What follows belongs to an exercise in optimizing a design on an open flow for small area, a short achievable clock period and few clock cycles; a production flow would make more cautious choices.
At most, simulation tests tie the RTL to the original design; equivalence was not proved.
The RTL of runs 2 to 5 was laid out without a check of its function.
Power and IR drop assume default switching activity.

==> run.sh <==
#!/bin/bash
# synth_recipe.tcl (not shown) runs the flow's synth.tcl, then flattens the netlist and writes it again
# the make line also repeats each setting of config.mk as NAME=value (left out here)
make -C /OpenROAD-flow-scripts/flow DESIGN_CONFIG=/design/flow/config.mk WORK_HOME=/design/flow/orfs CLKGATE_MAP_FILE= SYNTH_SCRIPT=/design/flow/synth_recipe.tcl finish
==> config.mk <==
export PLATFORM = sky130hd
export DESIGN_NAME = matrix_saddle_point_count
export DESIGN_NICKNAME = matrix_saddle_point_count
export VERILOG_FILES = /design/flow/design.v
export SDC_FILE = /design/flow/constraint.sdc
export NUM_CORES = 4
export LEC_CHECK = 0
export CAP_MARGIN = 20
export CORE_MARGIN = 2
export CORE_UTILIZATION = 22
export PLACE_DENSITY = 0.32
export SLEW_MARGIN = 20
export SYNTH_MEMORY_MAX_BITS = 16384
==> constraint.sdc <==
create_clock -name core_clock -period 8.0 [get_ports {clk_i}]
set_input_delay 1.6000 -clock core_clock [delete_from_list [all_inputs] [get_ports {clk_i}]]
set_output_delay 1.6000 -clock core_clock [all_outputs]
set_load 0.01 [all_outputs]
==> design.v <==
package msp_pkg;
  localparam int DATA_W    = 32;
  localparam int CFG_W     = 5;
  localparam int CFG_IDX_W = 1;
  localparam int COUNT_W   = 10;
  localparam int CFG_MAX   = 31;
  typedef enum logic [CFG_IDX_W-1:0] {
    REG_ROW_COUNT = 1'b0,
    REG_COL_COUNT = 1'b1
  } msp_reg_e;
  typedef enum logic [2:0] {
    ST_LOAD,
    ST_FETCH,
    ST_CMP,
    ST_DRAIN,
    ST_ACC,
    ST_EMIT
  } msp_state_e;
  typedef struct packed {
    logic load;
    logic start;
    logic fetch;
    logic compare;
    logic accum;
    logic emit;
  } msp_cmd_t;
  typedef struct packed {
    logic load_last;
    logic cmp_last;
    logic elem_last;
  } msp_status_t;
endpackage
module matrix_saddle_point_count #(
  parameter int MAX_ROWS = 16,
  parameter int MAX_COLS = 16
) (
  input  logic                              clk_i,
  input  logic                              rst_ni,
  input  logic                              elem_valid_i,
  output logic                              elem_ready_o,
  input  logic signed [msp_pkg::DATA_W-1:0] elem_value_i,
  output logic                              count_valid_o,
  input  logic                              count_ready_i,
  output logic [msp_pkg::COUNT_W-1:0]       count_o,
  input  logic                              cfg_we_i,
  input  logic [msp_pkg::CFG_IDX_W-1:0]     cfg_idx_i,
  input  logic [msp_pkg::CFG_W-1:0]         cfg_data_i
);
  localparam int DW = msp_pkg::DATA_W;
  typedef logic signed [DW-1:0] data_t;
  logic [4:0] row_cfg_q, col_cfg_q;
  logic [3:0] rows_m1, cols_m1;    
  logic [3:0] ring_m1;             
  function automatic logic [3:0] eff_m1(input logic [4:0] v);
    logic [4:0] t;
    t = v - 5'd1;
    if (v == 5'd0)       eff_m1 = 4'd0;
    else if (v > 5'd16)  eff_m1 = 4'd15;
    else                 eff_m1 = t[3:0];
  endfunction
  assign rows_m1 = eff_m1(row_cfg_q);
  assign cols_m1 = eff_m1(col_cfg_q);
  assign ring_m1 = (cols_m1 == 4'd0) ? 4'd1 : cols_m1;
  function automatic logic [3:0] inc_ring(input logic [3:0] v, input logic [3:0] m1);
    inc_ring = (v == m1) ? 4'd0 : v + 4'd1;
  endfunction
  logic       ready_q;
  logic       ld_first_q;       
  logic [3:0] ld_col_q;         
  logic [3:0] ld_row_q;         
  logic       ld_lastcol_q;     
  logic       ld_lastrow_q;     
  logic [3:0] ring_col_q;       
  logic       acc;
  data_t      x_q;
  logic       x_v_q, x_row0_q, x_last_q;
  logic       count_valid_q;
  logic [1:0] count_q;
  assign acc = elem_valid_i & ready_q;
  data_t h_min_q, h_max_q;
  data_t t_min_q, t_max_q;
  data_t s7_min_q [7];
  data_t s7_max_q [7];
  data_t s4_min_q [4];
  data_t s4_max_q [4];
  data_t s2_min_q [2];
  data_t s2_max_q [2];
  data_t s1_min_q, s1_max_q;
  data_t m7_min, m7_max, m4_min, m4_max, m2_min, m2_max, m1_min, m1_max;
  logic  use7, use4, use2, use1;
  logic [3:0] seg_len;    
  logic [2:0] seg_rem;
  assign seg_len = ring_m1 - 4'd1;
  assign use7    = (seg_len >= 4'd7);
  assign seg_rem = use7 ? seg_len[2:0] + 3'd1 : seg_len[2:0];
  assign use4    = seg_rem[2];
  assign use2    = seg_rem[1];
  assign use1    = seg_rem[0];
  assign m7_min = use7 ? s7_min_q[6] : t_min_q;
  assign m7_max = use7 ? s7_max_q[6] : t_max_q;
  assign m4_min = use4 ? s4_min_q[3] : m7_min;
  assign m4_max = use4 ? s4_max_q[3] : m7_max;
  assign m2_min = use2 ? s2_min_q[1] : m4_min;
  assign m2_max = use2 ? s2_max_q[1] : m4_max;
  assign m1_min = use1 ? s1_min_q : m2_min;
  assign m1_max = use1 ? s1_max_q : m2_max;
  logic       lt_min, eq_min, gt_max, eq_max;
  logic       gt_rmax, eq_rmax, lt_rmin, eq_rmin;
  logic       take_min, take_max;
  data_t      rmax_q, rmin_q;
  logic [3:0] rmax_idx_q, rmin_idx_q;
  logic       rmax_ok_q, rmin_ok_q;       
  logic [3:0] c1_idx_q, c2_idx_q;
  logic       c1_ok_q, c2_ok_q;
  logic       x_c0, x_lastcol;
  logic       up_rmax, up_rmin;
  logic       rmax_ok_d, rmin_ok_d;
  logic [3:0] rmax_idx_d, rmin_idx_d;
  logic       hit1, hit2;
  logic       c1_ok_d, c2_ok_d;
  assign lt_min = x_q < h_min_q;
  assign eq_min = x_q == h_min_q;
  assign gt_max = x_q > h_max_q;
  assign eq_max = x_q == h_max_q;
  assign gt_rmax = x_q > rmax_q;
  assign eq_rmax = x_q == rmax_q;
  assign lt_rmin = x_q < rmin_q;
  assign eq_rmin = x_q == rmin_q;
  assign x_c0      = (ring_col_q == 4'd0);
  assign x_lastcol = (ring_col_q == cols_m1);
  assign take_min = x_v_q & (x_row0_q | lt_min);
  assign take_max = x_v_q & (x_row0_q | gt_max);
  assign up_rmax = x_c0 | gt_rmax;
  assign up_rmin = x_c0 | lt_rmin;
  always_comb begin
    if (up_rmax) begin
      rmax_ok_d  = x_row0_q | lt_min;
      rmax_idx_d = ring_col_q;
    end else begin
      rmax_ok_d  = rmax_ok_q & ~eq_rmax;
      rmax_idx_d = rmax_idx_q;
    end
    if (up_rmin) begin
      rmin_ok_d  = x_row0_q | gt_max;
      rmin_idx_d = ring_col_q;
    end else begin
      rmin_ok_d  = rmin_ok_q & ~eq_rmin;
      rmin_idx_d = rmin_idx_q;
    end
  end
  assign hit1 = (ring_col_q == c1_idx_q) & (lt_min | eq_min);
  assign hit2 = (ring_col_q == c2_idx_q) & (gt_max | eq_max);
  assign c1_ok_d = x_lastcol ? (rmax_ok_d | (~x_row0_q & c1_ok_q & ~hit1)) : (c1_ok_q & ~hit1);
  assign c2_ok_d = x_lastcol ? (rmin_ok_d | (~x_row0_q & c2_ok_q & ~hit2)) : (c2_ok_q & ~hit2);
  always_ff @(posedge clk_i) begin
    x_q <= elem_value_i;
    h_min_q <= m1_min;
    h_max_q <= m1_max;
    t_min_q <= take_min ? x_q : h_min_q;
    t_max_q <= take_max ? x_q : h_max_q;
    s7_min_q[0] <= t_min_q;
    s7_max_q[0] <= t_max_q;
    for (int k = 1; k < 7; k++) begin
      s7_min_q[k] <= s7_min_q[k-1];
      s7_max_q[k] <= s7_max_q[k-1];
    end
    s4_min_q[0] <= m7_min;
    s4_max_q[0] <= m7_max;
    for (int k = 1; k < 4; k++) begin
      s4_min_q[k] <= s4_min_q[k-1];
      s4_max_q[k] <= s4_max_q[k-1];
    end
    s2_min_q[0] <= m4_min;
    s2_max_q[0] <= m4_max;
    s2_min_q[1] <= s2_min_q[0];
    s2_max_q[1] <= s2_max_q[0];
    s1_min_q <= m2_min;
    s1_max_q <= m2_max;
    if (x_v_q) begin
      if (up_rmax) rmax_q <= x_q;
      if (up_rmin) rmin_q <= x_q;
      rmax_idx_q <= rmax_idx_d;
      rmin_idx_q <= rmin_idx_d;
      rmax_ok_q  <= rmax_ok_d;
      rmin_ok_q  <= rmin_ok_d;
      c1_ok_q    <= c1_ok_d;
      c2_ok_q    <= c2_ok_d;
      if (x_lastcol) begin
        if (rmax_ok_d) c1_idx_q <= rmax_idx_d;
        if (rmin_ok_d) c2_idx_q <= rmin_idx_d;
      end
    end
  end
  logic [4:0] row_cfg_d, col_cfg_d;
  logic       ld_first_d, ld_lastcol_d, ld_lastrow_d;
  logic [3:0] ld_col_d, ld_row_d, ring_col_d;
  logic       count_valid_d, ready_d;
  logic       done;
  assign done = x_v_q & x_last_q;
  always_comb begin
    row_cfg_d    = row_cfg_q;
    col_cfg_d    = col_cfg_q;
    ld_first_d   = ld_first_q;
    ld_col_d     = ld_col_q;
    ld_row_d     = ld_row_q;
    ld_lastcol_d = ld_lastcol_q;
    ld_lastrow_d = ld_lastrow_q;
    ring_col_d   = (acc & ld_first_q) ? 4'd0 : inc_ring(ring_col_q, ring_m1);
    if (cfg_we_i) begin
      if (cfg_idx_i == 1'b0) row_cfg_d = cfg_data_i;
      else                   col_cfg_d = cfg_data_i;
      ld_first_d   = 1'b1;
      ld_col_d     = 4'd0;
      ld_row_d     = 4'd0;
      ld_lastcol_d = (col_cfg_d[4:1] == 4'd0);
      ld_lastrow_d = (row_cfg_d[4:1] == 4'd0);
    end else if (acc) begin
      ld_first_d = ld_lastcol_q & ld_lastrow_q;
      if (ld_lastcol_q) begin
        ld_col_d     = 4'd0;
        ld_lastcol_d = (cols_m1 == 4'd0);
        if (ld_lastrow_q) begin
          ld_row_d     = 4'd0;
          ld_lastrow_d = (rows_m1 == 4'd0);
        end else begin
          ld_row_d     = ld_row_q + 4'd1;
          ld_lastrow_d = (ld_row_q + 4'd1 == rows_m1);
        end
      end else begin
        ld_col_d     = ld_col_q + 4'd1;
        ld_lastcol_d = (ld_col_q + 4'd1 == cols_m1);
      end
    end
    count_valid_d = done | (count_valid_q & ~count_ready_i);
    ready_d = (ld_first_d | (inc_ring(ring_col_d, ring_m1) == ld_col_d))
              & ~(ld_lastcol_d & ld_lastrow_d & (count_valid_d | (acc & ld_lastcol_q & ld_lastrow_q)));
  end
  always_ff @(posedge clk_i or negedge rst_ni) begin
    if (!rst_ni) begin
      row_cfg_q     <= 5'd4;
      col_cfg_q     <= 5'd4;
      ld_first_q    <= 1'b1;
      ld_col_q      <= 4'd0;
      ld_row_q      <= 4'd0;
      ld_lastcol_q  <= 1'b0;
      ld_lastrow_q  <= 1'b0;
      ring_col_q    <= 4'd0;
      ready_q       <= 1'b0;
      x_v_q         <= 1'b0;
      x_row0_q      <= 1'b0;
      x_last_q      <= 1'b0;
      count_valid_q <= 1'b0;
      count_q       <= 2'd0;
    end else begin
      row_cfg_q     <= row_cfg_d;
      col_cfg_q     <= col_cfg_d;
      ld_first_q    <= ld_first_d;
      ld_col_q      <= ld_col_d;
      ld_row_q      <= ld_row_d;
      ld_lastcol_q  <= ld_lastcol_d;
      ld_lastrow_q  <= ld_lastrow_d;
      ring_col_q    <= ring_col_d;
      ready_q       <= ready_d;
      x_v_q         <= acc;
      x_row0_q      <= (ld_row_q == 4'd0);
      x_last_q      <= ld_lastcol_q & ld_lastrow_q;
      count_valid_q <= count_valid_d;
      if (done) count_q <= {c1_ok_d & c2_ok_d, c1_ok_d ^ c2_ok_d};
    end
  end
  assign elem_ready_o  = ready_q;
  assign count_valid_o = count_valid_q;
  assign count_o       = {{(msp_pkg::COUNT_W-2){1'b0}}, count_q};
endmodule
==> impl_summary.txt, run 1 <==
----------------------------------------------------
[Min path]
  Worst hold path stage count ... 0
  Worst Hold Path EP ... s4_min_q[3][2]
  Hold Path Origin ... s4_min_q[2][2]
  Worst hold path class ... flop to flop

[Route]
  Final WL ... 68,900 um
  Metal2 WL ... 30,100 um
  Antenna-violating nets left ... 0
  DRT iter0 DRCs ... 617
  Post-route DRC violation count ... 0
  Via-per-instance ratio ... 3.57
  Met3 wire len ... 2720 um
  Routed wire per std cell ... 15.2 um
  Top routing layer used ... met4
  Iteration count of the initial detailed-routing pass ... 4
  Via count of the routed design ... 16,200
  Post-Route M1 WL ... 34,100 um

[Synth]
  Share of synthesized cell area in and, or, nand and nor gates ... 3.20%
  Count of flip-flops with a built-in enable after synthesis ... 84
  Post-synthesis compound-gate area fraction ... 3.25%
  Most numerous cell in the Yosys netlist ... dfxtp_1
  Mux contribution to synthesized area ... 12.3%
  Portion of synthesized cell area occupied by the leading cell type ... 62.7%
  Number of standard cells after synthesis ... 2,250
  Post-synthesis xor/xnor area fraction ... 0.880%
  Total of flip-flops plus latches after synthesis ... 1,172
  Library cell with the largest summed area after synthesis ... dfxtp_1
  Mean instance size in the synthesized netlist ... 15.0 um2
  Synth Cell Area ... 0.0337 mm2
  Post-synth top flop ... dfxtp_1
  Commonest cells post-synth ... dfxtp_1 (1,056), mux2_2 (247), inv_1 (151)
  Ranking of synthesized cells by area ... dfxtp_1 (63%), mux2_2 (8.3%), edfxtp_1 (7.5%), ha_1 (5.1%), mux2_4 (3.6%)
  Adder and majority cell fraction of the synthesized area ... 5.18%
  Fraction of registers with async set or reset after synthesis ... 2.73%
  Combinational family with the most area after synthesis ... multiplexers
  Number of unique standard cell types used by synthesis ... 78
  Fraction of the yosys area taken by sequential cells ... 72.6%
  Number of warnings printed during yosys synthesis ... 7

[Power]
  Leakage power ... 17.0 nW
  Sequential cell fraction of total power ... 50.3%
  Maximum vdd drop ... 0.000212 V
  Comb power frac ... 17.5%
  Clock Power Share ... 32.2%
  Cell-internal power ... 0.0141 W
  Power spent charging and discharging nets ... 0.00484 W
  Switch share ... 25.6%
  PwrDens ... 461 mW/mm2

[Die]
  Starting density of the core ... 22.2%
  Die area ... 0.156 mm2
  Die width ... 395 um
  Area inside the core boundary ... 0.152 mm2
  Die height ... 395 um
  Standard-cell rows ... 143
  Count of boundary I/O pins ... 55

[Placed design]
  Instance area after placement ... 0.0366 mm2
  Cell count after placement ... 4,293
  Number of input and output port buffers inserted ... 46
  Post-DP HPWL ... 41,600 um
  Placer congestion estimate ... 0.689

[Global route]
  Leftover overflow at the end of global routing ... 0
  Pin count of the biggest net entering global routing ... 43
  Number of antenna violations at the first check in global routing ... 1
  Via count of the first global-routing pass ... 17,500
  Global-route wire length before repair ... 106,000 um
  GRT Resource Usage Total ... 8.98%

[STA]
  Layout Skew ... 32.2 ps
  Slew Viols, Final ... 0
  Slew at the pin with the worst max-slew slack ... 1040 ps
  Unrepaired setup endpoints after global routing ... false
  Endpoints failing setup ... 0
  Setup TNS ... 0 ps
  Achievable Freq ... 191 MHz
  Final Hold Violating Endpoints ... 0
  Max-slew headroom at the worst pin ... 30.8%
  Tcrit/Tclk final ... 65.4%
  Clock period minus final worst setup slack ... 5230 ps

[Layout]
  Layout Cell Area excl Fill ... 0.0411 mm2
  Final-stage net count ... 2,580
  Area overhead of the layout relative to synthesis ... 21.9%
  Non-filler cells, final ... 4,534
  Share of post-route cells with drive strength above 1 ... 22.9%

[Critical path]
  Crit path max fanout ... 42
  Startpoint class of the critical path ... flop
  Endpoint of the most critical register-to-register path ... h_min_q[22]
  Path depth of the worst reg2reg path ... 14
  Launch point of the worst reg-to-reg path ... col_cfg_q[0]
  Kind of end point of the critical path ... flop
  Critical Path RT ... 8620 ps
  Data arrival at the endpoint of the critical path ... 5850 ps
  R2R setup slack ... 2770 ps
  Category of the most critical setup path ... flop to flop

[CTS]
  TritonCTS buffer count ... 134
  Post-CTS setup buffers ... 0
  Clock transition at the registers of the reported paths ... 60 ps
  Number of buffers on the longest clock path ... 3
  Hold Buf Count CTS ... 0
  Cell at the root of the clock tree ... clkbuf_16
  Clock net sink count ... 1,172
  Post_cts resized ... 0
  Number of levels the H-tree was split into ... 4
  Source-to-sink clock delay at the later pin of the worst-skew pair ... 750 ps
  CTS tree ... built

[Run]
  Maximum Capacitance Violations ... 0

[Status]
  Result of the run ... timing/DRC/antenna clean

----------------------------------------------------
per-stage QoR:
stage	hold slack [ps]	total power (W)	utilization [%]	setup WS (ps)
detailed placement	312	0.0131	24.0	2630
global route	311	0.0201	27.0	2460
CTS	309	0.0194	27.0	2650
global placement	310	0.0130	24.0	2730
finish	306	0.0189	27.0	2770
floorplan	310	0.0118	-	3900
layout make-up:
cell class	count	area, um2
clock inverters	43	543
repair buffers	58	546
diodes	1	2.50
clock buffers	197	3950
fillers	15500	111000
well taps	2030	2540
inverters	152	571
flip-flops and latches	1172	24500
multi-input cells	881	8440
worst max path at each step:
stage                  end         start  slack (ps)
3_5_place_dp   h_min_q[20]  col_cfg_q[0]        2630
5_1_grt        h_min_q[20]  col_cfg_q[0]        2460
6_report       h_min_q[22]  col_cfg_q[0]        2770
3_3_place_gp   h_min_q[21]  col_cfg_q[0]        2730
4_1_cts        h_min_q[20]  col_cfg_q[0]        2650
2_1_floorplan    rmin_q[0]        x_q[9]        3900
cell usage in the layout (no fill, tap or decap), drive strengths merged, types with 27 or more instances in the layout:
| cell type | n |
|---|---|
| dfxtp | 1056 |
| mux2 | 336 |
| clkbuf | 197 |
| inv | 161 |
| ha | 138 |
| edfxtp | 84 |
| clkdlybuf4s50 | 46 |
| a21oi | 42 |
| o21ai | 40 |
| nor2 | 34 |
| nand2 | 34 |
| dfrtp | 29 |
| clkinv | 27 |
cells by family after synthesis:
family / count (synthesis)
compound gates: 161
xor+xnor: 33
fa+ha+maj: 140
buf+inv: 204
flops: 1172
mux: 342
other cells: 1
simple gates: 197
worst max-delay path: stages (launching register included):
cell     delay, ps
dfrtp_1        440
inv_1           80
ha_1           250
or2_2          310
a22o_1         270
nor2_1         320
o21ai_1        320
inv_1          130
ha_1           210
a22o_4         800
buf_4          670
mux2_2         420
mux2_2         270
mux2_2         270
mux2_2         260
layer usage:
layer  GRT usage [%]  vias up
met5               0        -
met4            3.80        0
met3            2.35      145
met2            13.7      225
met1            12.0     7832
li1                -     7972
power by group through the flow:
stage	clock network, W	registers (W)	logic [W]
after detailed placement	0	0.00965	0.00341
after global placement	0	0.00963	0.00334
final	0.00610	0.00952	0.00332
after global routing	0.00659	0.00982	0.00371
after CTS	0.00635	0.00959	0.00344
after floorplan	0	0.00924	0.00257
registers in the layout, summed over array words and instances (netlist names), 64 cells and up:
signal and count:
s7_max_q 224, s2_min_q 64, s7_min_q 224, s4_max_q 128, s2_max_q 64, s4_min_q 128
Testbench counts, summed over its fixed seeds: cycles 13,850.
==> run 2, diff against run 1 <==
--- a/design.v
+++ b/design.v
@@ -50,5 +50,5 @@
   typedef logic signed [DW-1:0] data_t;
-  logic [4:0] row_cfg_q, col_cfg_q;
   logic [3:0] rows_m1, cols_m1;    
-  logic [3:0] ring_m1;             
+  logic [3:0] ring_m1_q;           
+  logic [3:0] ring_m1_d;
   function automatic logic [3:0] eff_m1(input logic [4:0] v);
@@ -60,5 +60,3 @@
   endfunction
-  assign rows_m1 = eff_m1(row_cfg_q);
-  assign cols_m1 = eff_m1(col_cfg_q);
-  assign ring_m1 = (cols_m1 == 4'd0) ? 4'd1 : cols_m1;
+  assign ring_m1_d = (cols_m1 == 4'd0) ? 4'd1 : cols_m1;
   function automatic logic [3:0] inc_ring(input logic [3:0] v, input logic [3:0] m1);
@@ -89,2 +87,3 @@
   data_t m7_min, m7_max, m4_min, m4_max, m2_min, m2_max, m1_min, m1_max;
+  logic  use7_q, use4_q, use2_q, use1_q;
   logic  use7, use4, use2, use1;
@@ -92,3 +91,3 @@
   logic [2:0] seg_rem;
-  assign seg_len = ring_m1 - 4'd1;
+  assign seg_len = ring_m1_d - 4'd1;
   assign use7    = (seg_len >= 4'd7);
@@ -98,10 +97,10 @@
   assign use1    = seg_rem[0];
-  assign m7_min = use7 ? s7_min_q[6] : t_min_q;
-  assign m7_max = use7 ? s7_max_q[6] : t_max_q;
-  assign m4_min = use4 ? s4_min_q[3] : m7_min;
-  assign m4_max = use4 ? s4_max_q[3] : m7_max;
-  assign m2_min = use2 ? s2_min_q[1] : m4_min;
-  assign m2_max = use2 ? s2_max_q[1] : m4_max;
-  assign m1_min = use1 ? s1_min_q : m2_min;
-  assign m1_max = use1 ? s1_max_q : m2_max;
+  assign m7_min = use7_q ? s7_min_q[6] : t_min_q;
+  assign m7_max = use7_q ? s7_max_q[6] : t_max_q;
+  assign m4_min = use4_q ? s4_min_q[3] : m7_min;
+  assign m4_max = use4_q ? s4_max_q[3] : m7_max;
+  assign m2_min = use2_q ? s2_min_q[1] : m4_min;
+  assign m2_max = use2_q ? s2_max_q[1] : m4_max;
+  assign m1_min = use1_q ? s1_min_q : m2_min;
+  assign m1_max = use1_q ? s1_max_q : m2_max;
   logic       lt_min, eq_min, gt_max, eq_max;
@@ -193,3 +192,3 @@
   end
-  logic [4:0] row_cfg_d, col_cfg_d;
+  logic [3:0] rows_m1_d, cols_m1_d;
   logic       ld_first_d, ld_lastcol_d, ld_lastrow_d;
@@ -200,4 +199,4 @@
   always_comb begin
-    row_cfg_d    = row_cfg_q;
-    col_cfg_d    = col_cfg_q;
+    rows_m1_d    = rows_m1;
+    cols_m1_d    = cols_m1;
     ld_first_d   = ld_first_q;
@@ -207,6 +206,6 @@
     ld_lastrow_d = ld_lastrow_q;
-    ring_col_d   = (acc & ld_first_q) ? 4'd0 : inc_ring(ring_col_q, ring_m1);
+    ring_col_d   = (acc & ld_first_q) ? 4'd0 : inc_ring(ring_col_q, ring_m1_q);
     if (cfg_we_i) begin
-      if (cfg_idx_i == 1'b0) row_cfg_d = cfg_data_i;
-      else                   col_cfg_d = cfg_data_i;
+      if (cfg_idx_i == 1'b0) rows_m1_d = eff_m1(cfg_data_i);
+      else                   cols_m1_d = eff_m1(cfg_data_i);
       ld_first_d   = 1'b1;
@@ -214,4 +213,4 @@
       ld_row_d     = 4'd0;
-      ld_lastcol_d = (col_cfg_d[4:1] == 4'd0);
-      ld_lastrow_d = (row_cfg_d[4:1] == 4'd0);
+      ld_lastcol_d = (cols_m1_d == 4'd0);
+      ld_lastrow_d = (rows_m1_d == 4'd0);
     end else if (acc) begin
@@ -234,3 +233,3 @@
     count_valid_d = done | (count_valid_q & ~count_ready_i);
-    ready_d = (ld_first_d | (inc_ring(ring_col_d, ring_m1) == ld_col_d))
+    ready_d = (ld_first_d | (inc_ring(ring_col_d, ring_m1_q) == ld_col_d))
               & ~(ld_lastcol_d & ld_lastrow_d & (count_valid_d | (acc & ld_lastcol_q & ld_lastrow_q)));
@@ -239,4 +238,9 @@
     if (!rst_ni) begin
-      row_cfg_q     <= 5'd4;
-      col_cfg_q     <= 5'd4;
+      rows_m1       <= 4'd3;
+      cols_m1       <= 4'd3;
+      ring_m1_q     <= 4'd3;
+      use7_q        <= 1'b0;
+      use4_q        <= 1'b0;
+      use2_q        <= 1'b1;
+      use1_q        <= 1'b0;
       ld_first_q    <= 1'b1;
@@ -247,3 +251,3 @@
       ring_col_q    <= 4'd0;
-      ready_q       <= 1'b0;
+      ready_q       <= 1'b1;
       x_v_q         <= 1'b0;
@@ -254,4 +258,9 @@
     end else begin
-      row_cfg_q     <= row_cfg_d;
-      col_cfg_q     <= col_cfg_d;
+      rows_m1       <= rows_m1_d;
+      cols_m1       <= cols_m1_d;
+      ring_m1_q     <= ring_m1_d;
+      use7_q        <= use7;
+      use4_q        <= use4;
+      use2_q        <= use2;
+      use1_q        <= use1;
       ld_first_q    <= ld_first_d;
--- a/config.mk
+++ b/config.mk
@@ -9,4 +9,4 @@
 export CORE_MARGIN = 2
-export CORE_UTILIZATION = 22
-export PLACE_DENSITY = 0.32
+export CORE_UTILIZATION = 50
+export PLACE_DENSITY = 0.6
 export SLEW_MARGIN = 20
==> run 2 against run 1 <==
Still clean. Worst hold slack improved by 8.5 ps. Fmax rose by 34%. Combinational power fell by about 20%. Critical path type unchanged. Largest power group unchanged.
==> impl_summary.txt, run 2 <==
----------------------------------------------------
[Layout]
  Final-stage net count ... 2,568 (-0.47%)
  Leading cell types in the layout, fill and taps excluded ... dfxtp_1 (1,056), mux2_2 (199), inv_1 (150)
  Layout Cell Area excl Fill ... 0.0386 mm2 (-6.0%)
  Most common library cell in the layout ignoring fill and taps ... dfxtp_1
  Area overhead of the layout relative to synthesis ... 15.2%
  Largest registers ranked by flip-flop count ... s7_max_q (224), s7_min_q (224)
  Share of post-route cells with drive strength above 1 ... 17.6% (-5.3 points)
  Fill cell total of the finished layout ... 5,224 (-66%)
  Antenna cells ... 0 (-1)

[Critical path]
  Launch point of the worst reg-to-reg path ... x_q[7]
  Crit path max fanout ... 8 (-81%)
  Endpoint of the most critical register-to-register path ... count_q[0]
  Worst Setup EP ... count_q[0]
  Category of the most critical setup path ... flop to flop
  Critical Path RT ... 8540 ps (-80 ps)
  R2R setup slack ... 4090 ps (+1320 ps)
  Startpoint class of the critical path ... flop
  Kind of end point of the critical path ... flop
  Critical path launch point ... x_q[7]
  Path depth of the worst reg2reg path ... 11 (-3)
  Data arrival at the endpoint of the critical path ... 4450 ps (-1400 ps)

[Synth]
  Library cell with the largest summed area after synthesis ... dfxtp_1
  Number of standard cells after synthesis ... 2,270 (+0.89%)
  Fraction of the yosys area taken by sequential cells ... 73.5% (+0.87 points)
  Mux contribution to synthesized area ... 11.4% (-0.86 points)
  Share of synthesized cell area in and, or, nand and nor gates ... 3.27% (+0.066 points)
  Count of flip-flops with a built-in enable after synthesis ... 84 (unchanged)
  Number of unique standard cell types used by synthesis ... 68 (-13%)
  Total of flip-flops plus latches after synthesis ... 1,178 (+0.51%)
  Adder and majority cell fraction of the synthesized area ... 5.15% (-0.031 points)
  Number of warnings printed during yosys synthesis ... 7 (unchanged)
  Fraction of registers with async set or reset after synthesis ... 3.23% (+0.50 points)
  Commonest cells post-synth ... dfxtp_1 (1,056), mux2_2 (199), inv_1 (150)
  Post-synthesis xor/xnor area fraction ... 0.863% (-0.018 points)
  Post-synthesis compound-gate area fraction ... 3.21% (-0.038 points)
  Mean instance size in the synthesized netlist ... 14.8 um2 (-1.4%)
  Ranking of synthesized cells by area ... dfxtp_1 (63%), edfxtp_1 (7.5%), mux2_2 (6.7%), ha_1 (5.2%), mux2_1 (3.3%)
  Synth Cell Area ... 0.0335 mm2 (-0.55%)
  Post-synth top flop ... dfxtp_1
  Combinational family with the most area after synthesis ... multiplexers
  Portion of synthesized cell area occupied by the leading cell type ... 63.1% (+0.34 points)
  Most numerous cell in the Yosys netlist ... dfxtp_1

[CTS]
  Source-to-sink clock delay at the later pin of the worst-skew pair ... 660 ps (-90 ps)
  Post_cts resized ... 0 (unchanged)
  Hold Buf Count CTS ... 0 (unchanged)
  Number of levels the H-tree was split into ... 3 (-1)
  Clock net sink count ... 1,178 (+0.51%)
  Number of buffers on the longest clock path ... 3 (unchanged)
  TritonCTS buffer count ... 109 (-19%)
  Post-CTS setup buffers ... 0 (unchanged)
  CTS tree ... built
  Cell at the root of the clock tree ... clkbuf_16
  Clock transition at the registers of the reported paths ... 60 ps (about the same)

[Route]
  Antenna-violating nets left ... 0 (unchanged)
  DRT iter0 DRCs ... 688 (+12%)
  Metal2 WL ... 23,800 um (-21%)
  Iteration count of the initial detailed-routing pass ... 8 (+4)
  Final WL ... 55,700 um (-19%)
  Via-per-instance ratio ... 4.76 (+34%)
  Top routing layer used ... met4
  Routed wire per std cell ... 16.7 um (+9.9%)
  Via count of the routed design ... 15,900 (-1.7%)
  Post-Route M1 WL ... 28,600 um (-16%)
  Post-route DRC violation count ... 0 (unchanged)
  Met3 wire len ... 2230 um (-18%)

[Global route]
  Number of antenna violations at the first check in global routing ... 1 (unchanged)
  Pin count of the biggest net entering global routing ... 61 (+42%)
  GRT Resource Usage Total ... 16.4% (+7.4 points)
  Global-route wire length before repair ... 89,700 um (-15%)
  Via count of the first global-routing pass ... 16,400 (-6.2%)
  Leftover overflow at the end of global routing ... 0 (unchanged)

[Placed design]
  Placer congestion estimate ... 0.801 (+16%)
  Number of input and output port buffers inserted ... 46 (unchanged)
  Post-DP HPWL ... 34,200 um (-18%)
  Instance area after placement ... 0.0349 mm2 (-4.6%)

[Die]
  Starting density of the core ... 50.7% (+29 points)
  Standard-cell rows ... 94 (-34%)
  Die width ... 263 um (-34%)
  Die height ... 263 um (-34%)
  Count of boundary I/O pins ... 55 (unchanged)
  Die area ... 0.0691 mm2 (-56%)
  Area inside the core boundary ... 0.0661 mm2 (-57%)

[STA]
  Clock period minus final worst setup slack ... 3910 ps (-1320 ps)
  Tcrit/Tclk final ... 48.9% (-17 points)
  Unrepaired setup endpoints after global routing ... false
  Layout Skew ... 19.1 ps (-13.1 ps)
  Setup TNS ... 0 ps (unchanged)
  Endpoints failing setup ... 0 (unchanged)
  Achievable Freq ... 256 MHz (+34%)
  Max-slew headroom at the worst pin ... 24.8% (-6.0 points)
  Final Hold Violating Endpoints ... 0 (unchanged)
  Slew Viols, Final ... 0 (unchanged)
  Slew at the pin with the worst max-slew slack ... 1130 ps (+90.6 ps)

[Status]
  Result of the run ... timing/DRC/antenna clean

[Power]
  Leakage power ... 16.4 nW (-3.2%)
  Maximum vdd drop ... 0.000213 V (+0.16%)
  Final total power ... 0.0174 W (-8.1%)
  PwrDens ... 451 mW/mm2 (-2.2%)

[Min path]
  Worst hold path class ... flop to flop

[Run]
  Maximum Capacitance Violations ... 0 (unchanged)

----------------------------------------------------
run 2: cell count changes in the layout (fill, tap and decap cells not counted), moves of 6 or more:
cell	change
nand4_1	+11
clkbuf_16	-21
mux2_1	+91
mux2_2	-48
nand2_1	+24
nor2b_1	-8
a21oi_1	+32
nor4_1	-10
clkbuf_8	-11
clkbuf_1	-8
a31oi_1	+6
mux2_4	-53
o21ai_0	-6
run 2: critical path: stages (launching register included):
cell	delay [ps]
dfxtp_1	610
ha_1	350
nand4_1	100
nor3_1	90
a21boi_1	160
or4b_1	640
a221oi_1	620
mux2i_1	160
a21oi_1	340
o22ai_1	160
ha_1	310
mux2_2	260
run 2: how the worst min path moves through the flow:
stage                                from              end  depth (start not counted)
after floorplan            s2_max_q[0][0]   s2_max_q[1][0]                          0
after detailed placement  s7_min_q[5][21]  s7_min_q[6][21]                          0
after CTS                 s4_min_q[1][19]  s4_min_q[2][19]                          0
after global placement    s4_min_q[2][28]  s4_min_q[3][28]                          0
after global routing      s7_max_q[4][29]  s7_max_q[5][29]                          0
final                     s4_min_q[1][19]  s4_min_q[2][19]                          0
run 2: metrics by stage:
step | utilization (%) | hold WS, ps | setup slack, ps | cells
floorplan | - | 310 | 4730 | 2277
global placement | 52.8 | 310 | 4000 | 3140
detailed placement | 52.8 | 312 | 3990 | 3140
CTS | 58.4 | 316 | 3990 | 3338
global route | 58.4 | 323 | 3870 | 3338
finish | 58.4 | 314 | 4090 | 3338
run 2: routing by layer:
layer | GRT usage (%) | up-vias
li1 | - | 7945
met1 | 23.6 | 7659
met2 | 24.9 | 213
met3 | 3.11 | 81
met4 | 5.42 | 0
met5 | 0 | -
run 2: cell families after synthesis:
logic type      after synthesis
xor+xnor                     33
fa+ha+maj                   138
mux                         332
buf+inv                     208
compound gates              174
simple gates                206
flops                      1178
other cells                   1
run 2: layout make-up:
class,count,area [um2],area share [%]
Inverter,151,567,1.47
Clock inverter,41,483,1.25
Multi-Input combinational cell,891,8060,20.9
Tap cell,864,1080,2.80
Timing Repair Buffer,56,536,1.39
Clock buffer,157,3250,8.41
Sequential cell,1178,24600,63.8
run 2: where the power goes:
group          switching [W]  total [W]  internal [W]
Sequential          0.000845    0.00954       0.00870
Clock                0.00212    0.00523       0.00311
Combinational        0.00130    0.00264       0.00134
Total                0.00426     0.0174        0.0132
==> run 3, diff against run 2 <==
--- a/config.mk
+++ b/config.mk
@@ -7,2 +7,3 @@
 export LEC_CHECK = 0
+export ABC_CLOCK_PERIOD_IN_PS = 3000
 export CAP_MARGIN = 20
@@ -11,2 +12,3 @@
 export PLACE_DENSITY = 0.6
+export SETUP_SLACK_MARGIN = 5.0
 export SLEW_MARGIN = 20
==> run 3 against run 2 <==
Combinational power up 16%. Synthesized cell count unchanged. Fmax up 21%. Cell count up 1.7%. Core utilization up 2.3 points. Sequential power up 0.8%. Non-clock buffer count up 55. Still clean on timing, DRC and antenna. Register-to-register slack better by 670 ps. Via count up 2.8%. Wire length up 9.4%. Die area unchanged.
==> impl_summary.txt, run 3 <==
----------------------------------------------------
[Global route]
  GRT Resource Usage Total ... 17.5% (+1.1 points)
  Global-route wire length before repair ... 94,300 um (+5.1%)
  Number of antenna violations at the first check in global routing ... 1 (unchanged)
  Pin count of the biggest net entering global routing ... 42 (-31%)
  Via count of the first global-routing pass ... 17,000 (+3.7%)
  Leftover overflow at the end of global routing ... 0 (unchanged)

[Synth]
  Portion of synthesized cell area occupied by the leading cell type ... 63.1% (unchanged)
  Ranking of synthesized cells by area ... dfxtp_1 (63%), edfxtp_1 (7.5%), mux2_2 (6.7%), ha_1 (5.2%), mux2_1 (3.3%)
  Post-synth top flop ... dfxtp_1
  Synth Cell Area ... 0.0335 mm2 (unchanged)
  Mux contribution to synthesized area ... 11.4% (unchanged)
  Post-synthesis xor/xnor area fraction ... 0.863% (unchanged)
  Total of flip-flops plus latches after synthesis ... 1,178 (unchanged)
  Share of synthesized cell area in and, or, nand and nor gates ... 3.27% (unchanged)
  Library cell with the largest summed area after synthesis ... dfxtp_1
  Commonest cells post-synth ... dfxtp_1 (1,056), mux2_2 (199), inv_1 (150)
  Number of unique standard cell types used by synthesis ... 68 (unchanged)
  Count of flip-flops with a built-in enable after synthesis ... 84 (unchanged)
  Fraction of registers with async set or reset after synthesis ... 3.23% (unchanged)
  Adder and majority cell fraction of the synthesized area ... 5.15% (unchanged)
  Mean instance size in the synthesized netlist ... 14.8 um2 (unchanged)
  Post-synthesis compound-gate area fraction ... 3.21% (unchanged)
  Most numerous cell in the Yosys netlist ... dfxtp_1
  Number of warnings printed during yosys synthesis ... 7 (unchanged)
  Fraction of the yosys area taken by sequential cells ... 73.5% (unchanged)
  Combinational family with the most area after synthesis ... multiplexers
  Number of standard cells after synthesis ... 2,270 (unchanged)

[Layout]
  Share of post-route cells with drive strength above 1 ... 25.3% (+7.8 points)
  Leading cell types in the layout, fill and taps excluded ... dfxtp_1 (1,024), mux2_2 (204), inv_1 (141)
  Final-stage net count ... 2,622 (+2.1%)
  Most common library cell in the layout ignoring fill and taps ... dfxtp_1
  Largest registers ranked by flip-flop count ... s7_max_q (224), s7_min_q (224)
  Area overhead of the layout relative to synthesis ... 19.7%

[Route]
  Iteration count of the initial detailed-routing pass ... 5 (-3)
  Via count of the routed design ... 16,300 (+2.8%)
  Routed wire per std cell ... 17.9 um (+7.5%)
  Antenna-violating nets left ... 0 (unchanged)
  Final WL ... 60,900 um (+9.4%)
  Via-per-instance ratio ... 4.81 (+1.1%)
  Post-route DRC violation count ... 0 (unchanged)
  DRT iter0 DRCs ... 688 (unchanged)

[CTS]
  Number of buffers on the longest clock path ... 3 (unchanged)
  CTS tree ... built
  Clock net sink count ... 1,178 (unchanged)
  Cell at the root of the clock tree ... clkbuf_16
  Source-to-sink clock delay at the later pin of the worst-skew pair ... 650 ps (about the same)
  TritonCTS buffer count ... 106 (-2.8%)
  Number of levels the H-tree was split into ... 3 (unchanged)
  Clock transition at the registers of the reported paths ... 60 ps (about the same)

[Critical path]
  Startpoint class of the critical path ... flop
  Slowest cell delay on critical path ... 590 ps (-50 ps)
  Data arrival at the endpoint of the critical path ... 3770 ps (-680 ps)
  Cell-by-cell trace of the critical path ... inv_2 > ha_4 > nor2b_1 > o211ai_1 > a21boi_2 > or4b_4 > a221oi_4 > mux2i_1 > a21oi_2 > o22ai_2 > ha_1 > mux2_2
  Category of the most critical setup path ... flop to flop
  Cell family with the largest share of critical-path delay ... compound AO/OA/AOI/OAI gates
  Critical Path RT ... 8530 ps (about the same)
  Max stage delay cell, worst path ... or4b_4
  Number of buffers and inverters on the critical path ... 1 (+1)
  Crit path max fanout ... 2 (-6)
  Kind of end point of the critical path ... flop

[STA]
  Achievable Freq ... 309 MHz (+21%)
  Setup TNS ... 0 ps (unchanged)
  Slew at the pin with the worst max-slew slack ... 1100 ps (-29.5 ps)
  Unrepaired setup endpoints after global routing ... true
  Worst Setup Slack, final ... 4760 ps (+671 ps)
  Layout Skew ... 17.7 ps (-1.46 ps)
  Slew Viols, Final ... 0 (unchanged)
  Final Hold Violating Endpoints ... 0 (unchanged)
  Clock period minus final worst setup slack ... 3240 ps (-671 ps)
  Worst Hold Slack ... 320 ps (+5.77 ps)
  Max-slew headroom at the worst pin ... 26.7% (+2.0 points)
  Tcrit/Tclk final ... 40.5% (-8.4 points)
  Endpoints failing setup ... 0 (unchanged)

[Power]
  Clock Power Share ... 28.8% (-1.2 points)
  Sequential cell fraction of total power ... 53.9% (-0.9 points)
  Cell-internal power ... 0.0134 W (+1.5%)
  PwrDens ... 445 mW/mm2 (-1.3%)
  Comb power frac ... 17.2% (+2.1 points)
  Leakage power ... 17.0 nW (+3.5%)
  Switch share ... 25.2% (+0.68 points)
  Maximum vdd drop ... 0.000284 V (+34%)
  Power spent charging and discharging nets ... 0.00449 W (+5.3%)

[Die]
  Starting density of the core ... 50.7% (unchanged)
  Die area ... 0.0691 mm2 (unchanged)
  Die width ... 263 um (unchanged)
  Standard-cell rows ... 94 (unchanged)
  Die height ... 263 um (unchanged)
  Count of boundary I/O pins ... 55 (unchanged)
  Area inside the core boundary ... 0.0661 mm2 (unchanged)

[Min path]
  Worst hold path class ... flop to flop

[Placed design]
  Placer congestion estimate ... 0.842 (+5.1%)
  Post-DP HPWL ... 37,300 um (+9.0%)
  Pre-CTS worst setup slack ... 3990 ps (+2.12 ps)
  Number of input and output port buffers inserted ... 46 (unchanged)

[Status]
  Result of the run ... timing/DRC/antenna clean

[Run]
  Maximum Capacitance Violations ... 0 (unchanged)

----------------------------------------------------
run 3: area by class of cell:
type / instances / area, um2
inverter: 151 / 567
sequential: 1178 / 24700
antenna: 2 / 5.00
fill: 5085 / 26000
multi-input combinational: 893 / 8880
tap: 864 / 1080
clock buffer: 158 / 3240
timing repair buffer: 111 / 1210
clock inverter: 39 / 412
run 3: worst reg2reg max path, stage by stage, from the launching register on:
cell,delay (ps)
edfxtp_1,390
inv_2,90
ha_4,190
nor2b_1,120
o211ai_1,220
a21boi_2,110
or4b_4,590
a221oi_4,310
mux2i_1,280
a21oi_2,110
o22ai_2,190
ha_1,260
mux2_2,260
run 3: worst paths after layout:
check	start	end	cells past startpoint	slack, ps
min in group asynchronous	rst_ni	count_valid_q	1	1060
max	rmax_q[1]	count_q[0]	12	4760
min reg2reg	s4_max_q[2][26]	s4_max_q[3][26]	0	320
max in group asynchronous	rst_ni	use7_q	1	6300
max reg2reg	rmax_q[1]	count_q[0]	12	4760
min	s4_max_q[2][26]	s4_max_q[3][26]	0	320
run 3: logic make-up (layout without fill, tap and decap cells):
logic type	after synthesis	after routing
AOI/OAI and AO/OA	174	174
muxes	332	332
other	1	10
and+or+nand+nor	206	208
DFF	1178	1178
adders and majority gates	138	138
xor gates and xnor gates	33	33
buffers and inverters	208	459
run 3: per-stage QoR:
stage | cell area, um2 | std cells | power, W | utilization, %
after floorplan | 33600 | 2277 | 0.0113 | -
after global placement | 34900 | 3136 | 0.0123 | 52.8
after detailed placement | 34900 | 3136 | 0.0124 | 52.8
after CTS | 39500 | 3376 | 0.0179 | 59.8
after global routing | 40100 | 3394 | 0.0188 | 60.7
final | 40100 | 3396 | 0.0178 | 60.7
run 3: repair_timing:
item	4_1_cts	5_1_grt
gates resized for setup	131	101
hold buffers	0	0
cloned	5	3
setup buffers	38	15
endpoints found under the setup margin	159	144
pin swaps	27	33
run 3: power groups by stage:
stage                     logic, W  registers, W  clock network (W)
after floorplan            0.00210       0.00923                  0
after global placement     0.00262       0.00966                  0
after detailed placement   0.00265       0.00974                  0
after CTS                  0.00293       0.00968            0.00526
after global routing       0.00339       0.00990            0.00550
final                      0.00307       0.00962            0.00515
run 3: routing by layer:
layer,up-vias,track usage (%),share of wire [%]
li1,8049,-,-
met1,7930,23.3,46
met2,255,28.7,47
met3,113,3.31,3.5
met4,0,5.95,2.8
met5,-,0,0
==> run 4, diff against run 3 <==
--- a/design.v
+++ b/design.v
@@ -32,2 +32,37 @@
 endpackage
+module msp_cmp (
+  input  logic [31:0] a_i,
+  input  logic [31:0] b_i,
+  output logic        gt_o,    
+  output logic        eq_o     
+);
+  logic [31:0] a, b;
+  logic [31:0] g0, e0;
+  logic [15:0] g1, e1;
+  logic [7:0]  g2, e2;
+  logic [3:0]  g3, e3;
+  logic [1:0]  g4, e4;
+  assign a = {~a_i[31], a_i[30:0]};
+  assign b = {~b_i[31], b_i[30:0]};
+  assign g0 = a & ~b;
+  assign e0 = ~(a ^ b);
+  for (genvar i = 0; i < 16; i++) begin : g_l1
+    assign g1[i] = g0[2*i+1] | (e0[2*i+1] & g0[2*i]);
+    assign e1[i] = e0[2*i+1] & e0[2*i];
+  end
+  for (genvar i = 0; i < 8; i++) begin : g_l2
+    assign g2[i] = g1[2*i+1] | (e1[2*i+1] & g1[2*i]);
+    assign e2[i] = e1[2*i+1] & e1[2*i];
+  end
+  for (genvar i = 0; i < 4; i++) begin : g_l3
+    assign g3[i] = g2[2*i+1] | (e2[2*i+1] & g2[2*i]);
+    assign e3[i] = e2[2*i+1] & e2[2*i];
+  end
+  for (genvar i = 0; i < 2; i++) begin : g_l4
+    assign g4[i] = g3[2*i+1] | (e3[2*i+1] & g3[2*i]);
+    assign e4[i] = e3[2*i+1] & e3[2*i];
+  end
+  assign gt_o = g4[1] | (e4[1] & g4[0]);
+  assign eq_o = e4[1] & e4[0];
+endmodule
 module matrix_saddle_point_count #(
@@ -119,10 +154,6 @@
   logic       c1_ok_d, c2_ok_d;
-  assign lt_min = x_q < h_min_q;
-  assign eq_min = x_q == h_min_q;
-  assign gt_max = x_q > h_max_q;
-  assign eq_max = x_q == h_max_q;
-  assign gt_rmax = x_q > rmax_q;
-  assign eq_rmax = x_q == rmax_q;
-  assign lt_rmin = x_q < rmin_q;
-  assign eq_rmin = x_q == rmin_q;
+  msp_cmp u_cmp_min  (.a_i(h_min_q), .b_i(x_q), .gt_o(lt_min),  .eq_o(eq_min));
+  msp_cmp u_cmp_max  (.a_i(x_q), .b_i(h_max_q), .gt_o(gt_max),  .eq_o(eq_max));
+  msp_cmp u_cmp_rmax (.a_i(x_q), .b_i(rmax_q),  .gt_o(gt_rmax), .eq_o(eq_rmax));
+  msp_cmp u_cmp_rmin (.a_i(rmin_q), .b_i(x_q),  .gt_o(lt_rmin), .eq_o(eq_rmin));
   assign x_c0      = (ring_col_q == 4'd0);
--- a/config.mk
+++ b/config.mk
@@ -7,7 +7,8 @@
 export LEC_CHECK = 0
-export ABC_CLOCK_PERIOD_IN_PS = 3000
+export ABC_AREA = 1
 export CAP_MARGIN = 20
 export CORE_MARGIN = 2
-export CORE_UTILIZATION = 50
-export PLACE_DENSITY = 0.6
+export CORE_UTILIZATION = 65
+export CTS_BUF_LIST = sky130_fd_sc_hd__clkbuf_4 sky130_fd_sc_hd__clkbuf_8
+export PLACE_DENSITY = 0.75
 export SETUP_SLACK_MARGIN = 5.0
==> run 4 against run 3 <==
Sequential share of layout area grew 3.1 points. Core utilization is 15 points higher. Clock power is 4.7% lower. Die area is 24% lower. Non-clock buffer count down 46. Sequential power is 2% lower. Global-route usage increased by 7.0 points. First-iteration DRC count up 72%. Largest power group unchanged. Highest routed layer unchanged.
==> impl_summary.txt, run 4 <==
----------------------------------------------------
[Status]
  Result of the run ... timing/DRC/antenna clean

[Critical path]
  Max stage delay cell, worst path ... dfstp_2
  Critical Path RT ... 6400 ps (-2130 ps)
  Startpoint class of the critical path ... flop
  Category of the most critical setup path ... flop to output pin
  Slowest cell delay on critical path ... 560 ps (-30 ps)
  Cell family with the largest share of critical-path delay ... flip-flops
  Path depth of the worst reg2reg path ... 12 (unchanged)
  Kind of end point of the critical path ... output pin
  Data arrival at the endpoint of the critical path ... 1460 ps (-2310 ps)
  Number of logic stages on the critical path including buffering ... 1 (-11)
  Number of buffers and inverters on the critical path ... 1 (unchanged)
  Cell-by-cell trace of the critical path ... buf_6
  Crit path max fanout ... 2 (unchanged)

[Synth]
  Mux contribution to synthesized area ... 2.24% (-9.2 points)
  Synth Cell Area ... 0.0331 mm2 (-1.1%)
  Library cell with the largest summed area after synthesis ... dfxtp_1
  Ranking of synthesized cells by area ... dfxtp_1 (64%), edfxtp_1 (7.6%), nand2_1 (6.8%), ha_1 (5.2%), mux2_2 (2.2%)
  Commonest cells post-synth ... dfxtp_1 (1,056), nand2_1 (598), inv_1 (153)
  Most numerous cell in the Yosys netlist ... dfxtp_1
  Share of synthesized cell area in and, or, nand and nor gates ... 9.88% (+6.6 points)
  Post-synthesis compound-gate area fraction ... 4.53% (+1.3 points)
  Post-synth top flop ... dfxtp_1
  Number of unique standard cell types used by synthesis ... 48 (-29%)
  Combinational family with the most area after synthesis ... simple AND/OR/NAND/NOR gates
  Mean instance size in the synthesized netlist ... 12.1 um2 (-18%)
  Portion of synthesized cell area occupied by the leading cell type ... 63.8% (+0.71 points)
  Fraction of registers with async set or reset after synthesis ... 3.23% (unchanged)
  Adder and majority cell fraction of the synthesized area ... 5.21% (+0.058 points)
  Count of flip-flops with a built-in enable after synthesis ... 84 (unchanged)
  Total of flip-flops plus latches after synthesis ... 1,178 (unchanged)
  Number of warnings printed during yosys synthesis ... 7 (unchanged)
  Fraction of the yosys area taken by sequential cells ... 74.3% (+0.83 points)
  Post-synthesis xor/xnor area fraction ... 0.714% (-0.15 points)
  Number of standard cells after synthesis ... 2,729 (+20%)

[STA]
  Achievable Freq ... 327 MHz (+5.9%)
  Tcrit/Tclk final ... 38.2% (-2.2 points)
  Setup TNS ... 0 ps (unchanged)
  Slew Viols, Final ... 0 (unchanged)
  Final Hold Violating Endpoints ... 0 (unchanged)
  Endpoints failing setup ... 0 (unchanged)
  Unrepaired setup endpoints after global routing ... true
  Layout Skew ... 30.5 ps (+12.8 ps)
  Clock period minus final worst setup slack ... 3060 ps (-179 ps)
  Slew at the pin with the worst max-slew slack ... 1030 ps (-73.7 ps)
  Worst Setup Slack, final ... 4940 ps (+179 ps)
  Max-slew headroom at the worst pin ... 31.6% (+4.9 points)

[Route]
  DRT iter0 DRCs ... 1,183 (+72%)
  Post-route DRC violation count ... 0 (unchanged)
  Iteration count of the initial detailed-routing pass ... 8 (+3)
  Routed wire per std cell ... 17.0 um (-5.4%)
  Via count of the routed design ... 18,700 (+15%)
  Antenna-violating nets left ... 0 (unchanged)
  Via-per-instance ratio ... 5.07 (+5.4%)
  Final WL ... 62,700 um (+2.8%)

[Power]
  Comb power frac ... 16.2% (-1.0 points)
  Leakage power ... 17.1 nW (+0.61%)
  Sequential cell fraction of total power ... 55.1% (+1.2 points)
  Power spent charging and discharging nets ... 0.00481 W (+7.2%)
  Clock Power Share ... 28.7% (about the same)
  Maximum vdd drop ... 0.000311 V (+9.5%)
  Cell-internal power ... 0.0123 W (-7.8%)
  Switch share ... 28.1% (+2.9 points)
  PwrDens ... 450 mW/mm2 (+1.1%)

[Layout]
  Area overhead of the layout relative to synthesis ... 14.9%
  Leading cell types in the layout, fill and taps excluded ... dfxtp_1 (1,041), nand2_1 (597), clkbuf_8 (208)
  Largest registers ranked by flip-flop count ... s7_max_q (224), s7_min_q (224)
  Area used by multi-input combinational logic ... 0.00767 mm2 (-14%)
  Sequential cell area ... 0.0246 mm2 (-0.23%)
  Antenna cells ... 0 (-2)
  Final-stage net count ... 3,074 (+17%)
  Share of post-route cells with drive strength above 1 ... 15.7% (-9.6 points)
  Most common library cell in the layout ignoring fill and taps ... dfxtp_1
  Fill cell total of the finished layout ... 3,192 (-37%)
  Layout Cell Area excl Fill ... 0.0381 mm2 (-5.1%)

[Placed design]
  Pre-CTS worst setup slack ... 4300 ps (+310 ps)
  Placer congestion estimate ... 0.876 (+4.0%)
  Post-DP HPWL ... 38,200 um (+2.5%)
  Instance area after placement ... 0.0342 mm2 (-2.0%)
  Number of input and output port buffers inserted ... 46 (unchanged)

[CTS]
  Number of levels the H-tree was split into ... 4 (+1)
  Clock transition at the registers of the reported paths ... 60 ps (about the same)
  Hold Buf Count CTS ... 0 (unchanged)
  CTS tree ... built
  Number of buffers on the longest clock path ... 3 (unchanged)
  Cell at the root of the clock tree ... clkbuf_8
  Source-to-sink clock delay at the later pin of the worst-skew pair ... 810 ps (+160 ps)
  TritonCTS buffer count ... 167 (+58%)
  Clock net sink count ... 1,178 (unchanged)

[Global route]
  Leftover overflow at the end of global routing ... 0 (unchanged)
  Global-route wire length before repair ... 101,000 um (+6.8%)
  Via count of the first global-routing pass ... 19,700 (+15%)
  Pin count of the biggest net entering global routing ... 88 (+110%)
  GRT Resource Usage Total ... 24.5% (+7.0 points)
  Number of antenna violations at the first check in global routing ... 2 (+1)

[Die]
  Count of boundary I/O pins ... 55 (unchanged)
  Standard-cell rows ... 82 (-13%)
  Die width ... 230 um (-13%)
  Die area ... 0.0528 mm2 (-24%)
  Area inside the core boundary ... 0.0503 mm2 (-24%)
  Die height ... 230 um (-13%)
  Starting density of the core ... 65.9% (+15 points)

[Min path]
  Worst hold path class ... flop to flop
  Worst hold path stage count ... 0 (unchanged)

[Run]
  Maximum Capacitance Violations ... 0 (unchanged)

----------------------------------------------------
## run 4: cell count changes in the layout (fill, tap and decap cells not counted), moves of 26 or more
cell / delta
nand2_1: +541
clkbuf_8: +188
mux2_2: -138
clkbuf_16: -118
nor2_1: +71
mux2_1: -69
a31oi_1: +58
clkbuf_4: +53
mux2_4: -53
o21ai_0: +41
o21ai_1: +38
ha_1: +27
ha_4: -26
## run 4: cell families (layout without fill, tap and decap cells)
family	count (synthesis)	count (layout)
flip-flops	1178	1178
AND/OR/NAND/NOR	801	803
AO/OA/AOI/OAI	272	272
buffers and inverters	246	526
adder cells (fa/ha/maj)	138	138
multiplexers	66	66
XOR/XNOR	27	27
other	1	8
## run 4: routing by layer
layer  part of all wire (%)  track usage, %
met4                    3.0            11.5
met2                     47            39.6
met1                     45            31.5
met3                    4.6            5.58
met5                      0               0
## run 4: layout make-up
cell class                      instances  share of cell area [%]
Tap cell                              672                    2.21
Clock buffer                          261                    8.57
Timing Repair Buffer                   65                    1.66
Clock inverter                         33                   0.956
Inverter                              167                    1.72
Multi-Input combinational cell       1314                    20.1
Sequential cell                      1178                    64.8
## run 4: timing repair
| action | CTS | global route |
|---|---|---|
| buffers inserted | 5 | 4 |
| resized for setup | 32 | 32 |
| cloned | 2 | 0 |
| pin swaps | 3 | 4 |
| endpoints found under the hold margin | 0 | 0 |
| setup endpoints to repair | 120 | 120 |
## run 4: power groups by stage
stage               clock (W)  combinational, W  sequential (W)
floorplan                   0           0.00197         0.00912
global placement            0           0.00253         0.00942
detailed placement          0           0.00264         0.00952
CTS                   0.00500           0.00275         0.00946
global route          0.00527           0.00314         0.00966
finish                0.00491           0.00278         0.00944
## run 4: worst paths after layout
path                                        end            start  slack [ps]
worst max-delay path               elem_ready_o          ready_q        4940
worst min-delay path            s7_min_q[4][28]  s7_min_q[3][28]         300
worst max register to register       rmin_q[30]           x_q[3]        5140
worst min register to register  s7_min_q[4][28]  s7_min_q[3][28]         300
max in group asynchronous                use7_q           rst_ni        6470
min in group asynchronous         ring_col_q[3]           rst_ni         910
## run 4: through the flow
step	hold WS, ps	util (%)	instances	total power [W]
final	301	75.7	3690	0.0171
after global routing	316	75.7	3690	0.0181
after CTS	302	75.5	3686	0.0172
after detailed placement	312	68.0	3385	0.0122
after global placement	309	68.0	3385	0.0119
after floorplan	310	-	2736	0.0111
==> run 5, diff against run 4 <==
--- a/config.mk
+++ b/config.mk
@@ -7,3 +7,3 @@
 export LEC_CHECK = 0
-export ABC_AREA = 1
+export ABC_CLOCK_PERIOD_IN_PS = 2500
 export CAP_MARGIN = 20
==> run 5 against run 4 <==
Still clean. Worst hold slack gained 14 ps. Count of clock-buffer cells in the layout shrank 12. Combinational power shrank 4%. Wire length shrank 8.4%. Sequential power grew 2.9%. Synthesized cell count shrank 19%. Sequential share of layout area shrank 0.63 points. Via count shrank 12%. Clock power is essentially flat. First-iteration DRC count shrank 24%. Critical path type is now flop to flop.
==> impl_summary.txt, run 5 <==
----------------------------------------------------
[CTS]
  Number of levels the H-tree was split into ... 4 (unchanged)
  Number of buffers on the longest clock path ... 3 (unchanged)
  Cell at the root of the clock tree ... clkbuf_8
  Clock transition at the registers of the reported paths ... 70 ps (about the same)
  TritonCTS buffer count ... 166 (-0.60%)
  Source-to-sink clock delay at the later pin of the worst-skew pair ... 790 ps (-20 ps)
  Hold Buf Count CTS ... 0 (unchanged)
  CTS tree ... built
  Clock net sink count ... 1,178 (unchanged)

[Layout]
  Leading cell types in the layout, fill and taps excluded ... dfxtp_1 (1,031), mux2_2 (301), clkbuf_8 (211)
  Area overhead of the layout relative to synthesis ... 16.1%
  Sequential cell area ... 0.0247 mm2 (+0.24%)
  Most common library cell in the layout ignoring fill and taps ... dfxtp_1
  Antenna cells ... 0 (unchanged)
  Share of post-route cells with drive strength above 1 ... 28.6% (+13 points)
  Post-layout utilization of the core ... 76.7% (+0.94 points)
  Area used by multi-input combinational logic ... 0.00826 mm2 (+7.7%)
  Largest registers ranked by flip-flop count ... s7_max_q (224), s7_min_q (224)
  Final-stage net count ... 2,591 (-16%)
  Fill cell total of the finished layout ... 3,040 (-4.8%)

[Placed design]
  Placer congestion estimate ... 0.892 (+1.9%)
  Post-DP HPWL ... 34,300 um (-10%)
  Number of input and output port buffers inserted ... 46 (unchanged)

[Global route]
  GR Layer Usage met3 ... 5.03% (-0.55 points)
  Leftover overflow at the end of global routing ... 0 (unchanged)
  Via count of the first global-routing pass ... 17,700 (-10%)
  Top Usage Layer GRT ... met2
  Global-route wire length before repair ... 92,900 um (-7.8%)
  Pin count of the biggest net entering global routing ... 65 (-26%)
  Number of antenna violations at the first check in global routing ... 0 (-2)
  Met2 track demand over resource ... 34.4% (-5.2 points)
  GRT Resource Usage Total ... 22.5% (-1.9 points)
  Global Route met1 Usage ... 31.0% (-0.48 points)

[Critical path]
  Startpoint class of the critical path ... flop
  Cell-by-cell trace of the critical path ... inv_1 > ha_1 > a211oi_2 > nor3b_1 > o311ai_1 > o211ai_1 > nand4b_1 > mux2_4 > o2bb2ai_2 > ha_1 > mux2_2
  Worst Setup EP ... count_q[0]
  Cell family with the largest share of critical-path delay ... compound AO/OA/AOI/OAI gates
  Data arrival at the endpoint of the critical path ... 3700 ps (+2240 ps)
  Launch point of the worst reg-to-reg path ... h_max_q[27]
  Critical Path RT ... 8670 ps (+2270 ps)
  Number of logic stages on the critical path including buffering ... 11 (+10)
  Most prevalent standard cell on the critical path ... ha_1
  Crit path max fanout ... 2 (unchanged)
  Kind of end point of the critical path ... flop
  Path depth of the worst reg2reg path ... 11 (-1)
  Number of buffers and inverters on the critical path ... 1 (unchanged)
  Endpoint of the most critical register-to-register path ... count_q[0]
  Slowest cell delay on critical path ... 360 ps (-200 ps)
  Critical path launch point ... h_max_q[27]
  R2R setup slack ... 4960 ps (-180 ps)
  Max stage delay cell, worst path ... mux2_4
  Category of the most critical setup path ... flop to flop

[Synth]
  Fraction of registers with async set or reset after synthesis ... 3.23% (unchanged)
  Commonest cells post-synth ... dfxtp_1 (1,056), mux2_2 (302), ha_1 (138)
  Ranking of synthesized cells by area ... dfxtp_1 (64%), mux2_2 (10%), edfxtp_1 (7.6%), ha_1 (5.2%), dfrtp_1 (2.2%)
  Number of standard cells after synthesis ... 2,214 (-19%)
  Most numerous cell in the Yosys netlist ... dfxtp_1
  Portion of synthesized cell area occupied by the leading cell type ... 63.7% (-0.11 points)
  Number of warnings printed during yosys synthesis ... 7 (unchanged)
  Post-synth top flop ... dfxtp_1
  Mean instance size in the synthesized netlist ... 15.0 um2 (+23%)
  Total of flip-flops plus latches after synthesis ... 1,178 (unchanged)
  Synth Cell Area ... 0.0332 mm2 (+0.17%)
  Fraction of the yosys area taken by sequential cells ... 74.2% (-0.13 points)
  Count of flip-flops with a built-in enable after synthesis ... 84 (unchanged)
  Library cell with the largest summed area after synthesis ... dfxtp_1
  Number of unique standard cell types used by synthesis ... 72 (+50%)

[Route]
  Iteration count of the initial detailed-routing pass ... 5 (-3)
  Routed wire per std cell ... 17.9 um (+5.2%)
  Post-route DRC violation count ... 0 (unchanged)
  Via count of the routed design ... 16,400 (-12%)
  DRT iter0 DRCs ... 903 (-24%)
  Via-per-instance ratio ... 5.12 (+0.91%)
  Final WL ... 57,400 um (-8.4%)
  Antenna-violating nets left ... 0 (unchanged)

[Die]
  Die height ... 230 um (about the same)
  Die width ... 230 um (about the same)
  Standard-cell rows ... 82 (unchanged)
  Starting density of the core ... 66.0% (+0.11 points)
  Count of boundary I/O pins ... 55 (unchanged)
  Die area ... 0.0529 mm2 (+0.17%)
  Area inside the core boundary ... 0.0503 mm2 (unchanged)

[STA]
  Layout Skew ... 21.9 ps (-8.57 ps)
  Slew at the pin with the worst max-slew slack ... 1020 ps (-9.34 ps)
  Unrepaired setup endpoints after global routing ... true
  Setup TNS ... 0 ps (unchanged)
  Final Hold Violating Endpoints ... 0 (unchanged)
  Achievable Freq ... 329 MHz (+0.69%)
  Max-slew headroom at the worst pin ... 32.3% (+0.62 points)
  Slew Viols, Final ... 0 (unchanged)
  Worst Hold Slack ... 315 ps (+14.0 ps)
  Clock period minus final worst setup slack ... 3040 ps (-20.8 ps)
  Tcrit/Tclk final ... 38.0% (-0.26 points)
  Endpoints failing setup ... 0 (unchanged)

[Power]
  Maximum vdd drop ... 0.000279 V (-10%)
  PwrDens ... 448 mW/mm2 (-0.46%)
  Leakage power ... 16.5 nW (-3.8%)
  Final total power ... 0.0173 W (+0.77%)

[Run]
  Maximum Capacitance Violations ... 0 (unchanged)

[Status]
  Result of the run ... timing/DRC/antenna clean

[Min path]
  Worst hold path class ... flop to flop

----------------------------------------------------
==> run 5: repair_timing <==
action | CTS | global route
buffers inserted | 10 | 12
endpoints found under the setup margin | 136 | 102
gates resized for setup | 90 | 30
hold endpoints to repair | 0 | 0
pin swaps | 12 | 11
gates cloned | 1 | 1
==> run 5: final cells by class <==
type | count | area share, %
multi-input cells | 873 | 21.4
clock buffers | 249 | 8.28
flip-flops and latches | 1178 | 64.1
repair buffers | 73 | 1.74
inverters | 118 | 1.16
clock inverters | 49 | 1.10
well taps | 672 | 2.18
==> run 5: power by group <==
part / internal [W] / switching [W]
registers: 0.00873 / 0.000975
logic: 0.00140 / 0.00127
clock network: 0.00275 / 0.00213
total: 0.0129 / 0.00438
==> run 5: cell families after synthesis <==
| kind of cell | share of synthesized area, % |
|---|---|
| buf+inv | 2.11 |
| mux | 11.3 |
| fa+ha+maj | 5.20 |
| xor+xnor | 1.07 |
| compound gates | 3.11 |
| simple gates | 2.99 |
| other cells | 0.0113 |
| flops | 74.2 |
==> run 5: worst min-delay path by stage <==
stage,endpoint,from,slack [ps],depth (start not counted)
floorplan,s2_max_q[1][0],s2_max_q[0][0],310,0
global placement,s7_max_q[1][15],s7_max_q[0][15],310,0
detailed placement,s4_max_q[3][15],s4_max_q[2][15],310,0
CTS,s4_min_q[3][6],s4_min_q[2][6],310,0
global route,s7_max_q[1][19],s7_max_q[0][19],320,0
finish,s7_min_q[1][13],s7_min_q[0][13],320,0
==> run 5: stage by stage <==
step                setup WS (ps)  cells  instance area (um2)
floorplan                    5000   2221                33300
global placement             4240   2890                34400
detailed placement           4180   2890                34400
CTS                          4890   3199                38300
global route                 4830   3212                38500
finish                       4960   3212                38500
==> run 5: per-layer routing <==
metal / vias up / wire [um]
li1: 7972 / -
met3: 111 / 2570
met1: 7991 / 27600
met2: 368 / 25700
met5: - / 0
met4: 0 / 1580

[afterwards: timing with drivers on the ports]
Ports are ideal in the flow. The routed layouts listed here were re-timed in OpenROAD.
Step 1 assumes that a clkbuf_16 drives the clock port and a buf_2 every other input.
Step 2 also shifts input and output timing later by t, the mid clock arrival at the registers, as if the neighbouring blocks saw the same clock.
Slacks: ideal ports / drivers / drivers and shift; pairs: ideal ports / drivers.
run	t, ns	slack for setup (ns)	hold slack, ns	worst data-port slew with drivers (ns)
run 1	0.803	2.771 / 2.771 / 2.771	0.306 / 0.306 / 0.306	0.06
run 2	0.712	4.092 / 4.092 / 4.009	0.314 / 0.314 / 0.314	0.04
run 3	0.704	4.763 / 4.763 / 4.435	0.320 / 0.320 / 0.320	0.04
run 4	0.849	4.942 / 4.887 / 4.347	0.301 / 0.301 / 0.301	0.05
run 5	0.837	4.962 / 4.917 / 4.238	0.315 / 0.315 / 0.315	0.04
After both steps setup and hold are still met in every run listed. The setup slack of run 5, which loses most, moves by -0.045 ns with the drivers and by -0.724 ns with both steps.
